From an optimization exercise on the open Yosys and OpenROAD flow, aimed at small area, a short achievable clock period and few clock cycles per item; shortcuts taken in it are not production practice. Function not checked in this run: the RTL went through the layout flow alone. Power is estimated from default activity; no workload was simulated.

$ cat design.v
`timescale 1ns / 1ps
package kpa_pkg;
    localparam int NUM_CLUSTERS_DEF  = 6;
    localparam int NUM_CENTROID_REGS = 6;
    localparam int PIXEL_W     = 8;
    localparam int CENTROID_W  = 16;
    localparam int CLUSTER_W   = 3;
    localparam int SUM_W       = 28;
    localparam int COUNT_W     = 21;
    localparam int CFG_INDEX_W = 3;
    localparam logic [SUM_W-1:0]   SUM_MAX   = {SUM_W{1'b1}};
    localparam logic [COUNT_W-1:0] COUNT_MAX = {COUNT_W{1'b1}};
    localparam int QUEUE_DEPTH = 4;
    localparam logic KIND_LABEL   = 1'b0;
    localparam logic KIND_SUMMARY = 1'b1;
    function automatic logic [CENTROID_W-1:0] centroid_reset_value(input int k);
        case (k)
            0:       centroid_reset_value = 16'd0;
            1:       centroid_reset_value = 16'd16640;
            2:       centroid_reset_value = 16'd25600;
            3:       centroid_reset_value = 16'd32000;
            4:       centroid_reset_value = 16'd48640;
            default: centroid_reset_value = 16'hFF00;
        endcase
    endfunction
endpackage
`timescale 1ns / 1ps
module kpa_classify
(
    input  logic                          clk,
    input  logic                          rst_n,
    input  logic                          cfg_we,
    input  logic [2:0]                    cfg_idx,
    input  logic [15:0]                   cfg_dat,
    input  logic                          in_valid,
    input  logic [kpa_pkg::PIXEL_W-1:0]   in_pixel,
    input  logic                          in_first,
    input  logic                          in_last,
    output logic                          out_valid,
    output logic [kpa_pkg::CLUSTER_W-1:0] out_label,
    output logic [5:0]                    out_label_oh,
    output logic [kpa_pkg::PIXEL_W-1:0]   out_pixel,
    output logic                          out_first,
    output logic                          out_last
);
    logic [7:0] hi_reg [6];
    logic [7:0] lo_reg [6];
    logic [5:0] lt_reg [6];
    logic [5:0] gt_reg [6];
    logic [5:0] w_lt;    
    logic [5:0] w_gt;    
    always_comb
    begin
        for (int j = 0; j < 6; j++)
        begin
            w_lt[j] = cfg_dat < {hi_reg[j], lo_reg[j]};
            w_gt[j] = !w_lt[j] && (cfg_dat != {hi_reg[j], lo_reg[j]});
        end
    end
    always_ff @(posedge clk or negedge rst_n)
    begin
        if (!rst_n)
        begin
            for (int k = 0; k < 6; k++)
            begin
                hi_reg[k] <= kpa_pkg::centroid_reset_value(k) >> 8;
                lo_reg[k] <= kpa_pkg::centroid_reset_value(k);
                lt_reg[k] <= '1;
                gt_reg[k] <= '0;
            end
        end
        else if (cfg_we)
        begin
            for (int k = 0; k < 6; k++)
            begin
                if (cfg_idx == 3'(k))
                begin
                    hi_reg[k] <= cfg_dat[15:8];
                    lo_reg[k] <= cfg_dat[7:0];
                end
                for (int j = 0; j < k; j++)
                begin
                    if (cfg_idx == 3'(k))
                    begin
                        lt_reg[j][k] <= w_gt[j];
                        gt_reg[j][k] <= w_lt[j];
                    end
                    else if (cfg_idx == 3'(j))
                    begin
                        lt_reg[j][k] <= w_lt[k];
                        gt_reg[j][k] <= w_gt[k];
                    end
                end
            end
        end
    end
    logic [5:0] s;       
    logic [5:0] is_l;
    logic [5:0] is_h;
    always_comb
    begin
        for (int k = 0; k < 6; k++)
        begin
            s[k] = (in_pixel > hi_reg[k]) || (in_pixel == hi_reg[k] && lo_reg[k] == 8'd0);
        end
    end
    always_comb
    begin
        for (int k = 0; k < 6; k++)
        begin
            is_l[k] = s[k];
            is_h[k] = !s[k];
            for (int j = 0; j < 6; j++)
            begin
                if (j < k)
                begin
                    if (s[j] && !lt_reg[j][k])
                    begin
                        is_l[k] = 1'b0;
                    end
                    if (!s[j] && !gt_reg[j][k])
                    begin
                        is_h[k] = 1'b0;
                    end
                end
                else if (j > k)
                begin
                    if (s[j] && lt_reg[k][j])
                    begin
                        is_l[k] = 1'b0;
                    end
                    if (!s[j] && gt_reg[k][j])
                    begin
                        is_h[k] = 1'b0;
                    end
                end
            end
        end
    end
    logic [15:0] c_l;
    logic [15:0] c_h;
    logic [2:0]  i_l;
    logic [2:0]  i_h;
    always_comb
    begin
        c_l = '0;
        c_h = '0;
        i_l = '0;
        i_h = '0;
        for (int k = 0; k < 6; k++)
        begin
            c_l = c_l | ({16{is_l[k]}} & {hi_reg[k], lo_reg[k]});
            c_h = c_h | ({16{is_h[k]}} & {hi_reg[k], lo_reg[k]});
            i_l = i_l | ({3{is_l[k]}} & 3'(k));
            i_h = i_h | ({3{is_h[k]}} & 3'(k));
        end
    end
    logic                        b_valid_reg;
    logic [15:0]                 b_cl_reg;
    logic [15:0]                 b_ch_reg;
    logic [5:0]                  b_ohl_reg;
    logic [5:0]                  b_ohh_reg;
    logic                        b_lfirst_reg;
    logic [kpa_pkg::PIXEL_W-1:0] b_pixel_reg;
    logic                        b_first_reg;
    logic                        b_last_reg;
    logic [2:0] a_il;
    logic [2:0] a_ih;
    always_comb
    begin
        a_il = (|s) ? i_l : i_h;
        a_ih = (&s) ? i_l : i_h;
    end
    always_ff @(posedge clk or negedge rst_n)
    begin
        if (!rst_n)
        begin
            b_valid_reg <= 1'b0;
        end
        else
        begin
            b_valid_reg <= in_valid;
        end
    end
    always_ff @(posedge clk)
    begin
        b_cl_reg     <= c_l;
        b_ch_reg     <= c_h;
        b_ohl_reg    <= (|s) ? is_l : is_h;
        b_ohh_reg    <= (&s) ? is_l : is_h;
        b_lfirst_reg <= (a_il < a_ih);
        b_pixel_reg  <= in_pixel;
        b_first_reg  <= in_first;
        b_last_reg   <= in_last;
    end
    logic [17:0] op_a;
    logic [17:0] op_b;
    logic [17:0] op_n;
    logic [17:0] cs_s;
    logic [17:0] cs_c;
    logic [16:0] gen;
    logic [16:0] prop;
    logic        grp_g;
    logic        grp_p;
    logic        neg_dm1;    
    logic        neg_d;      
    logic        take_l;
    function automatic logic [1:0] group17(input logic [16:0] g, input logic [16:0] p);
        logic [16:0] g1, p1;
        logic [8:0]  g2, p2;
        logic [4:0]  g3, p3;
        logic [2:0]  g4, p4;
        logic [1:0]  g5, p5;
        for (int i = 0; i < 8; i++)
        begin
            g2[i] = g[2*i+1] | (p[2*i+1] & g[2*i]);
            p2[i] = p[2*i+1] & p[2*i];
        end
        g2[8] = g[16];
        p2[8] = p[16];
        for (int i = 0; i < 4; i++)
        begin
            g3[i] = g2[2*i+1] | (p2[2*i+1] & g2[2*i]);
            p3[i] = p2[2*i+1] & p2[2*i];
        end
        g3[4] = g2[8];
        p3[4] = p2[8];
        for (int i = 0; i < 2; i++)
        begin
            g4[i] = g3[2*i+1] | (p3[2*i+1] & g3[2*i]);
            p4[i] = p3[2*i+1] & p3[2*i];
        end
        g4[2] = g3[4];
        p4[2] = p3[4];
        g5[0] = g4[1] | (p4[1] & g4[0]);
        p5[0] = p4[1] & p4[0];
        g5[1] = g4[2];
        p5[1] = p4[2];
        group17 = {g5[1] | (p5[1] & g5[0]), p5[1] & p5[0]};
    endfunction
    always_comb
    begin
        op_a = {2'b00, b_cl_reg};
        op_b = {2'b00, b_ch_reg};
        op_n = ~{1'b0, b_pixel_reg, 9'd0};
        cs_s = op_a ^ op_b ^ op_n;
        cs_c = ((op_a & op_b) | (op_a & op_n) | (op_b & op_n)) << 1;
        gen  = cs_s[16:0] & cs_c[16:0];
        prop = cs_s[16:0] ^ cs_c[16:0];
        {grp_g, grp_p} = group17(gen, prop);
        neg_dm1 = cs_s[17] ^ cs_c[17] ^ grp_g;
        neg_d   = cs_s[17] ^ cs_c[17] ^ (grp_g | grp_p);
        take_l  = !neg_dm1 || (!neg_d && b_lfirst_reg);
        out_label_oh = take_l ? b_ohl_reg : b_ohh_reg;
        out_label    = {out_label_oh[4] | out_label_oh[5],
                        out_label_oh[2] | out_label_oh[3],
                        out_label_oh[1] | out_label_oh[3] | out_label_oh[5]};
    end
    assign out_valid = b_valid_reg;
    assign out_pixel = b_pixel_reg;
    assign out_first = b_first_reg;
    assign out_last  = b_last_reg;
endmodule
`timescale 1ns / 1ps
module kpa_fifo
#(
    parameter int DEPTH = kpa_pkg::QUEUE_DEPTH,
    parameter int W     = 13
) (
    input  logic         clk,
    input  logic         rst_n,
    input  logic         push,
    input  logic [W-1:0] push_item,
    input  logic         pop,
    output logic [W-1:0] head,
    output logic [W-1:0] second,
    output logic [$clog2(DEPTH+1)-1:0] count
);
    localparam int CW = $clog2(DEPTH + 1);
    logic [W-1:0]  mem      [DEPTH];
    logic [W-1:0]  mem_pop  [DEPTH];
    logic [W-1:0]  mem_stay [DEPTH];
    logic [CW-1:0] count_reg;
    assign head         = mem[0];
    assign second       = mem[1];
    assign count        = count_reg;
    always_comb
    begin
        for (int i = 0; i < DEPTH; i++)
        begin
            mem_stay[i] = (push && count_reg == CW'(i)) ? push_item : mem[i];
            if (push && count_reg == CW'(i + 1))
            begin
                mem_pop[i] = push_item;
            end
            else
            begin
                mem_pop[i] = mem[(i + 1 < DEPTH) ? i + 1 : i];
            end
        end
    end
    always_ff @(posedge clk)
    begin
        for (int i = 0; i < DEPTH; i++)
        begin
            mem[i] <= pop ? mem_pop[i] : mem_stay[i];
        end
    end
    always_ff @(posedge clk or negedge rst_n)
    begin
        if (!rst_n)
        begin
            count_reg <= '0;
        end
        else
        begin
            count_reg <= pop ? count_reg + (push ? 1'b1 : 1'b0) - 1'b1
                             : count_reg + (push ? 1'b1 : 1'b0);
        end
    end
endmodule
`timescale 1ns / 1ps
module kpa_accum
(
    input  logic                          clk,
    input  logic                          rst_n,
    input  logic                          q_valid,
    input  logic [kpa_pkg::CLUSTER_W-1:0] q_cluster,
    input  logic [kpa_pkg::PIXEL_W-1:0]   q_pixel,
    input  logic                          q_first,
    input  logic                          q_last,
    input  logic [5:0]                    q_oh_if_pop,
    input  logic [5:0]                    q_oh_if_stay,
    output logic                          q_pop,
    output logic                          results_valid,
    input  logic                          results_ready,
    output logic                          results_item_kind,
    output logic [kpa_pkg::CLUSTER_W-1:0] results_cluster,
    output logic [kpa_pkg::SUM_W-1:0]     results_pixel_sum,
    output logic [kpa_pkg::COUNT_W-1:0]   results_pixel_count,
    output logic                          results_end_of_run
);
    localparam int SW = kpa_pkg::SUM_W;
    localparam int CW = kpa_pkg::COUNT_W;
    localparam int HW = SW - 8;
    logic                          ov_reg;
    logic                          okind_reg;
    logic [kpa_pkg::CLUSTER_W-1:0] ocl_reg;
    logic                          oend_reg;
    logic [SW-1:0]                 osum_reg;
    logic [CW-1:0]                 ocount_reg;
    logic [5:0]                    sel_reg;
    logic [5:0]                    selc_reg;
    logic          out_free;
    logic          more_sum;
    logic          load_sum;
    logic          load_label;
    logic [2:0]    sum_idx;
    logic [7:0]    lo_reg    [6];
    logic [HW-1:0] hi_reg    [6];
    logic [5:0]    carry_reg;
    logic [5:0]    sat_reg;
    logic [CW-1:0] counts_reg [6];
    logic [5:0]    zero_reg;
    logic [7:0]    rd_lo;
    logic [HW-1:0] rd_hi;
    logic          rd_carry;
    logic          rd_sat;
    logic [CW-1:0] rd_count;
    logic          rd_zero;
    logic          clear;
    logic [7:0]    base_lo;
    logic [HW-1:0] base_hi;
    logic          base_carry;
    logic          base_sat;
    logic [CW-1:0] base_count;
    logic [8:0]    lo_wide;
    logic [HW-1:0] new_hi;
    logic          new_sat;
    logic [CW-1:0] new_count;
    logic [HW-1:0] rd_hi_inc;
    logic          rd_full;
    logic [SW-1:0] rd_sum;
    assign out_free   = !ov_reg || results_ready;
    assign more_sum   = ov_reg && (okind_reg ? (ocl_reg != 3'd5) : !oend_reg);
    assign sum_idx    = okind_reg ? ocl_reg + 3'd1 : 3'd0;
    assign load_sum   = out_free && more_sum;
    assign load_label = out_free && !more_sum && q_valid;
    assign q_pop      = load_label;
    logic       more_if_free;
    logic [2:0] idx_if_free;
    logic [5:0] sel_if_free;
    logic [5:0] sel_if_stay;
    logic [5:0] sel_next;
    always_comb
    begin
        more_if_free = more_sum ? (sum_idx != 3'd5) : (q_valid && q_last);
        idx_if_free  = more_sum ? sum_idx + 3'd1 : 3'd0;
        for (int k = 0; k < 6; k++)
        begin
            if (more_if_free)
            begin
                sel_if_free[k] = (idx_if_free == 3'(k));
            end
            else
            begin
                sel_if_free[k] = (!more_sum && q_valid) ? q_oh_if_pop[k] : q_oh_if_stay[k];
            end
            sel_if_stay[k] = more_sum ? (sum_idx == 3'(k)) : q_oh_if_stay[k];
        end
        sel_next = out_free ? sel_if_free : sel_if_stay;
    end
    always_ff @(posedge clk or negedge rst_n)
    begin
        if (!rst_n)
        begin
            ov_reg  <= 1'b0;
            sel_reg  <= 6'd1;
            selc_reg <= 6'd1;
        end
        else
        begin
            if (out_free)
            begin
                ov_reg <= more_sum || q_valid;
            end
            sel_reg  <= sel_next;
            selc_reg <= sel_next;
        end
    end
    always_comb
    begin
        rd_lo    = '0;
        rd_hi    = '0;
        rd_carry = 1'b0;
        rd_sat   = 1'b0;
        rd_count = '0;
        rd_zero  = 1'b0;
        for (int k = 0; k < 6; k++)
        begin
            rd_lo    = rd_lo    | ({8{sel_reg[k]}} & lo_reg[k]);
            rd_hi    = rd_hi    | ({HW{sel_reg[k]}} & hi_reg[k]);
            rd_carry = rd_carry | (sel_reg[k] & carry_reg[k]);
            rd_sat   = rd_sat   | (sel_reg[k] & sat_reg[k]);
            rd_count = rd_count | ({CW{selc_reg[k]}} & counts_reg[k]);
            rd_zero  = rd_zero  | (selc_reg[k] & zero_reg[k]);
        end
    end
    always_comb
    begin
        rd_hi_inc = rd_hi + HW'(rd_carry);
        rd_full   = rd_sat || (rd_carry && rd_hi == {HW{1'b1}});
        rd_sum    = rd_full ? kpa_pkg::SUM_MAX : {rd_hi_inc, rd_lo};
    end
    always_ff @(posedge clk)
    begin
        if (load_sum)
        begin
            okind_reg <= kpa_pkg::KIND_SUMMARY;
            ocl_reg   <= sum_idx;
            oend_reg  <= (sum_idx == 3'd5);
        end
        else if (load_label)
        begin
            okind_reg <= kpa_pkg::KIND_LABEL;
            ocl_reg   <= q_cluster;
            oend_reg  <= !q_last;
        end
        if (load_sum || load_label)
        begin
            osum_reg   <= (more_sum && !rd_zero) ? rd_sum : '0;
            ocount_reg <= (more_sum && !rd_zero) ? rd_count : '0;
        end
    end
    always_comb
    begin
        clear      = rd_zero || q_first;
        base_lo    = clear ? '0 : rd_lo;
        base_hi    = clear ? '0 : rd_hi;
        base_carry = !clear && rd_carry;
        base_sat   = !clear && rd_sat;
        base_count = clear ? '0 : rd_count;
        lo_wide    = {1'b0, base_lo} + {1'b0, q_pixel};
        new_hi     = base_hi + HW'(base_carry);
        new_sat    = base_sat || (base_carry && base_hi == {HW{1'b1}});
        new_count  = (base_count + 1'b1) | {CW{&base_count}};
    end
    always_ff @(posedge clk or negedge rst_n)
    begin
        if (!rst_n)
        begin
            zero_reg <= '1;
        end
        else if (load_label)
        begin
            for (int k = 0; k < 6; k++)
            begin
                if (selc_reg[k])
                begin
                    zero_reg[k] <= 1'b0;
                end
                else if (q_first)
                begin
                    zero_reg[k] <= 1'b1;
                end
            end
        end
    end
    always_ff @(posedge clk)
    begin
        for (int k = 0; k < 6; k++)
        begin
            if (load_label && sel_reg[k])
            begin
                lo_reg[k]     <= lo_wide[7:0];
                hi_reg[k]     <= new_hi;
                carry_reg[k]  <= lo_wide[8];
                sat_reg[k]    <= new_sat;
            end
            if (load_label && selc_reg[k])
            begin
                counts_reg[k] <= new_count;
            end
        end
    end
    assign results_valid       = ov_reg;
    assign results_item_kind   = okind_reg;
    assign results_cluster     = ocl_reg;
    assign results_end_of_run  = oend_reg;
    assign results_pixel_sum   = osum_reg;
    assign results_pixel_count = ocount_reg;
endmodule
`timescale 1ns / 1ps
module kmeans_pixel_assign_accumulate
#(
    parameter int NUM_CLUSTERS = kpa_pkg::NUM_CLUSTERS_DEF
) (
    input  logic                            clk,
    input  logic                            rst_n,
    input  logic                            pixels_valid,
    output logic                            pixels_ready,
    input  logic [kpa_pkg::PIXEL_W-1:0]     pixels_pixel,
    input  logic                            pixels_first_pixel,
    input  logic                            pixels_last_pixel,
    output logic                            results_valid,
    input  logic                            results_ready,
    output logic                            results_item_kind,
    output logic [kpa_pkg::CLUSTER_W-1:0]   results_cluster,
    output logic [kpa_pkg::SUM_W-1:0]       results_pixel_sum,
    output logic [kpa_pkg::COUNT_W-1:0]     results_pixel_count,
    output logic                            results_end_of_run,
    input  logic                            cfg_write,
    input  logic [kpa_pkg::CFG_INDEX_W-1:0] cfg_index,
    input  logic [kpa_pkg::CENTROID_W-1:0]  cfg_data
);
    localparam int D  = kpa_pkg::QUEUE_DEPTH;
    localparam int CN = $clog2(D + 1);
    logic                              cfg_we_reg;
    logic [kpa_pkg::CFG_INDEX_W-1:0]   cfg_idx_reg;
    logic [kpa_pkg::CENTROID_W-1:0]    cfg_dat_reg;
    always_ff @(posedge clk or negedge rst_n)
    begin
        if (!rst_n)
        begin
            cfg_we_reg <= 1'b0;
        end
        else
        begin
            cfg_we_reg <= cfg_write && (cfg_index < 3'd6);
        end
    end
    always_ff @(posedge clk)
    begin
        cfg_idx_reg <= cfg_index;
        cfg_dat_reg <= cfg_data;
    end
    logic                        in_valid_reg;
    logic [kpa_pkg::PIXEL_W-1:0] in_pixel_reg;
    logic                        in_first_reg;
    logic                        in_last_reg;
    logic                        ready_reg;
    logic                        accept;
    assign pixels_ready = ready_reg;
    assign accept       = pixels_valid && ready_reg;
    always_ff @(posedge clk)
    begin
        in_pixel_reg <= pixels_pixel;
        in_first_reg <= pixels_first_pixel;
        in_last_reg  <= pixels_last_pixel;
    end
    logic                          c_valid;
    logic [kpa_pkg::CLUSTER_W-1:0] c_label;
    logic [5:0]                    c_label_oh;
    logic [kpa_pkg::PIXEL_W-1:0]   c_pixel;
    logic                          c_first;
    logic                          c_last;
    kpa_classify u_classify (
        .clk       (clk),
        .rst_n     (rst_n),
        .cfg_we    (cfg_we_reg),
        .cfg_idx   (cfg_idx_reg),
        .cfg_dat   (cfg_dat_reg),
        .in_valid  (in_valid_reg),
        .in_pixel  (in_pixel_reg),
        .in_first  (in_first_reg),
        .in_last   (in_last_reg),
        .out_valid (c_valid),
        .out_label (c_label),
        .out_label_oh (c_label_oh),
        .out_pixel (c_pixel),
        .out_first (c_first),
        .out_last  (c_last)
    );
    logic          q_pop;
    logic [12:0]   q_head;
    logic [12:0]   q_second;
    logic [2:0]    q_mem1_cluster;
    assign q_mem1_cluster = q_second[12:10];
    logic [CN-1:0] q_count;
    logic [CN:0]   held;
    logic [5:0]    q_oh_if_pop;
    logic [5:0]    q_oh_if_stay;
    kpa_fifo #(.DEPTH(D), .W(13)) u_fifo (
        .clk       (clk),
        .rst_n     (rst_n),
        .push      (c_valid),
        .push_item ({c_label, c_pixel, c_first, c_last}),
        .pop       (q_pop),
        .head      (q_head),
        .second    (q_second),
        .count     (q_count)
    );
    always_comb
    begin
        for (int k = 0; k < 6; k++)
        begin
            q_oh_if_pop[k]  = (q_count >= CN'(2)) ? (q_mem1_cluster == 3'(k)) : c_label_oh[k];
            q_oh_if_stay[k] = (q_count != '0) ? (q_head[12:10] == 3'(k)) : c_label_oh[k];
        end
    end
    assign held = {1'b0, q_count} + (c_valid ? 1'b1 : 1'b0) + (in_valid_reg ? 1'b1 : 1'b0);
    always_ff @(posedge clk or negedge rst_n)
    begin
        if (!rst_n)
        begin
            in_valid_reg <= 1'b0;
            ready_reg    <= 1'b0;
        end
        else
        begin
            in_valid_reg <= accept;
            if (q_pop)
            begin
                ready_reg <= accept ? (held < (CN+1)'(D)) : (held <= (CN+1)'(D));
            end
            else
            begin
                ready_reg <= accept ? (held < (CN+1)'(D - 1)) : (held < (CN+1)'(D));
            end
        end
    end
    kpa_accum u_accum (
        .clk                 (clk),
        .rst_n               (rst_n),
        .q_valid             (q_count != '0),
        .q_cluster           (q_head[12:10]),
        .q_pixel             (q_head[9:2]),
        .q_first             (q_head[1]),
        .q_last              (q_head[0]),
        .q_oh_if_pop         (q_oh_if_pop),
        .q_oh_if_stay        (q_oh_if_stay),
        .q_pop               (q_pop),
        .results_valid       (results_valid),
        .results_ready       (results_ready),
        .results_item_kind   (results_item_kind),
        .results_cluster     (results_cluster),
        .results_pixel_sum   (results_pixel_sum),
        .results_pixel_count (results_pixel_count),
        .results_end_of_run  (results_end_of_run)
    );
endmodule
$ cat flow/run.sh
#!/bin/bash
set -euo pipefail
bash standard.sh SETUP_SLACK_MARGIN=7.7 "BUFFER_PORTS_ARGS=-buffer_cell sky130_fd_sc_hd__buf_2" finish > orfs_make.log 2>&1
$ cat standard.sh
#!/bin/bash
# synth_recipe.tcl (not shown) runs the flow's synth.tcl, then flattens the netlist and writes it again
# the make line also repeats each setting of config.mk as NAME=value (left out here)
make -C /OpenROAD-flow-scripts/flow DESIGN_CONFIG=/design/flow/config.mk WORK_HOME=/design/flow/orfs CLKGATE_MAP_FILE= SYNTH_SCRIPT=/design/flow/synth_recipe.tcl "${@:-finish}"
$ cat config.mk
export PLATFORM = sky130hd
export DESIGN_NAME = kmeans_pixel_assign_accumulate
export DESIGN_NICKNAME = kmeans_pixel_assign_accumulate
export VERILOG_FILES = /design/flow/design.v
export SDC_FILE = /design/flow/constraint.sdc
export NUM_CORES = 4
export LEC_CHECK = 0
export CAP_MARGIN = 20
export CORE_MARGIN = 2
export CORE_UTILIZATION = 60
export CTS_BUF_LIST = sky130_fd_sc_hd__clkbuf_8
export CTS_CLUSTER_SIZE = 20
export PLACE_DENSITY = 0.72
export SLEW_MARGIN = 20
$ cat constraint.sdc
create_clock -name core_clock -period 11.0 [get_ports {clk}]
set_input_delay 2.2000 -clock core_clock [delete_from_list [all_inputs] [get_ports {clk}]]
set_output_delay 2.2000 -clock core_clock [all_outputs]
set_load 0.01 [all_outputs]
==> reports/metrics.cfg <==
[pwr]
p_switching_mw=3.91
p_comb_share_pct=41.7
pwr_density_cell_nw_per_um2=273
sequentialPowerShare_pct=38.2
swShare_pct=39.5
p_leak_nw=14.3
p_int_mw=5.98
vdd_ir_drop_max_v=0.000170
clockPowerShare_pct=20.0

[worst_setup_path]
critPathMaxStageDelay_ns=0.57
cp.arrival_ns=4.61
crit_fanout=14
crit_path_end=u_classify.b_lfirst_reg
worstSetupPathType=reg -> reg
cp-start-kind=flip-flop
path_cells=inv_1, ha_1, a21oi_1, o211ai_1, o211ai_1, buf_4, o22ai_1, a2111oi_4, buf_6, nor3_1, a21o_1, ha_1, or4b_4, o32ai_2
r2r_slack_ns=7.00
rr_worst_depth=14
crit_start=u_classify.hi_reg[5][3]
end_kind=flip-flop
r2r-end=u_classify.b_lfirst_reg
critical-path-top-delay-family=compound AO/OA/AOI/OAI gates
r2r_start=u_classify.hi_reg[5][3]
cp.buffers_inverters=3
required_ns=11.61
crit_slowest_cell=dfstp_2
cp.depth=14

[sta]
skew_ns=0.0320
maxSlewViolCount=0
max_slew_margin_pct=37.1
fmaxAchievable_mhz=250
hold_violations=0
setup_viol=0
rsz0062_at_grt=yes
finalCriticalPeriod_ns=4.00
worstMarginPinSlew_ns=0.935
tns_ns=0
fin_crit_sh_pct=36.4

[logic_synthesis]
synth.distinct_cells=89
yosys-top-cells-count=385 x edfxtp_1, 250 x a22oi_1, 220 x nand2_1, 195 x ha_1, 192 x inv_1
synth.cell_area_um2=31400
synth_edf_count=385
ys_dominant_reg_cell=edfxtp_1
yosysWarnings=14
synth.most_common_cell=edfxtp_1
synth_fp_nets=2978
syn_area_per_cell_um2=11.5
synth_area_leaders=edfxtp_1 37%, dfrtp_1 7.9%, ha_1 7.8%, dfxtp_1 7.1%, a22oi_1 6.0%
synth_seq_cells=642
yosysSeqAreaShare_pct=55.8
netlist_instances=2740
yosys.area.top_type=edfxtp_1
async_flop_share_pct=22.7
synth.top_cell.area_share_pct=36.8

[route]
avgViaCountPerCell=6.58
via_count=24300
antenna_left=0
post_drt_wl_per_cell_um=26.1
wl_mm=96.3
drtIter0Drc=2684
drcViolationCount=0
dr.pass1.iters=6

[clock_network]
htreeDepth=3
clockRootBuffer=clkbuf_8
ctsHoldBuffers=0
clock-sinks=642
cts_buffer_depth=3
clk_pin_slew_worst_paths_ns=0.07
cts_tree=done
clk_latency_ns=0.71
cts_buffers=100

[global_route]
grt_pass1_vias=24100
antenna_found_initial=2
grt_max_degree=59
grt_pass1_wl_mm=143
grt.overflow.total=0
track_usage_pct=35.3

[die]
die_w_um=233
initial_core_util_pct=60.9
io_pins=90
die_area_um2=54100
fp.coreArea_um2=51500
fp-row-count=83
fp.dieH_um=233

[placement]
dp_hpwl_mm=60.1
port_buffers=89
gp_congestion=0.989
place_area_um2=32600

[cells_and_area]
largest_register_ff_count=126
fin_nets=3167
finish.instance_area_um2=36200
drive_gt1_share_pct=20.0
fin_util_pct=70.2
area_growth_pct=15.3
nFillCells=3696

[worst_hold_path]
holdPathStages=0
hp-class=reg -> reg

[flow_run]
drv_cap=0

[outcome]
status=complete, no violations

area by class of cell:
class | count | area [um2] | share of cell area, %
clock inverters | 74 | 448 | 1.24
repair buffers | 206 | 1730 | 4.78
clock buffers | 109 | 1500 | 4.15
inverters | 193 | 728 | 2.01
multi-input cells | 1786 | 13400 | 37.0
well taps | 680 | 851 | 2.35
flip-flops and latches | 642 | 17500 | 48.5
diodes | 1 | 2.50 | 0.00692
metrics by stage:
step                hold WS (ns)  total power [mW]  worst slack (ns)  std cells
floorplan                  0.310              6.12              7.32       2740
global placement           0.313              7.16              6.30       3418
detailed placement         0.315              7.30              6.14       3418
CTS                        0.331              9.58              7.14       3664
global route               0.332              10.3              6.97       3691
finish                     0.327              9.88              7.00       3691
worst reg2reg max path, delay by kind of cell (launching register included):
| kind | cells | cell delay [ns] |
|---|---|---|
| DFF | 1 | 0.57 |
| adders and majority gates | 2 | 0.53 |
| buffers and inverters | 3 | 0.58 |
| AOI/OAI and AO/OA | 7 | 1.56 |
| and+or+nand+nor | 2 | 0.65 |
power groups by stage:
stage	combinational, mW	sequential [mW]	clock (mW)
after detailed placement	3.46	3.83	0
after global routing	4.43	3.82	2.10
after floorplan	2.44	3.68	0
final	4.12	3.78	1.98
after CTS	3.83	3.76	1.99
after global placement	3.34	3.82	0
placed cells by master (no fill, tap or decap), drive strengths merged, types with 47 or more instances in the layout:
master	n
edfxtp	385
a22oi	250
inv	232
nand2	220
buf	200
ha	195
o21ai	151
nor2	126
nand3	115
clkbuf	114
dfxtp	111
dfrtp	99
a21oi	93
mux2	56
nand4	48
dfstp	47
kinds of logic (layout without fill, tap and decap cells):
| group | count (synthesis) | in the layout | share of synthesized area (%) |
|---|---|---|---|
| AO/OA/AOI/OAI | 741 | 741 | 16.2 |
| XOR/XNOR | 54 | 54 | 1.51 |
| adder cells (fa/ha/maj) | 204 | 204 | 8.35 |
| buffers and inverters | 319 | 582 | 4.19 |
| flip-flops | 642 | 642 | 55.8 |
| multiplexers | 70 | 70 | 2.46 |
| other | 0 | 1 | 0 |
| AND/OR/NAND/NOR | 710 | 717 | 11.6 |
routing by layer:
metal	wire, um	track usage (%)	vias to the layer above	share of wire, %
met3	8040	6.02	363	8.4
met2	46700	58.0	1410	48
met1	35500	43.8	11800	37
met4	6070	21.2	2	6.3
met5	11	0	-	0.011
li1	-	-	10700	-
how the worst min path moves through the flow:
stage	startpoint	endpoint
detailed placement	in_first_reg	u_classify.b_first_reg
finish	in_last_reg	u_classify.b_last_reg
global route	in_last_reg	u_classify.b_last_reg
floorplan	in_first_reg	u_classify.b_first_reg
global placement	in_last_reg	u_classify.b_last_reg
CTS	in_last_reg	u_classify.b_last_reg
timing repair:
action,in CTS,in global routing
setup endpoints to repair,774,325
pin swaps,27,29
gates cloned,10,5
buffers inserted,53,21
gates resized for setup,131,68

[static timing again, ports no longer ideal]
How much do the figures lean on ideal ports? The routed layout below was timed once more, with nothing changed but the port constraints. Step 1 assumes that a clkbuf_16 drives the clock port and a buf_2 every other input. Step 2 times the ports against the registers' clock, not the clock port: input delays grow and output delays shrink by t, the midpoint of the rising clock arrivals with the driver on. Slacks: no drivers / after step 1 / after step 2; pairs: no drivers / after step 1.
shift t [ns]: 0.758
slack for setup (ns): 7.000 / 7.000 / 7.000
worst setup path at the end: register to register
worst slew at a driven data input, ns: 0.07
After both steps setup and hold are still met in this run. The setup slack of this run moves by 0.000 ns with the drivers and by 0.000 ns with both steps.
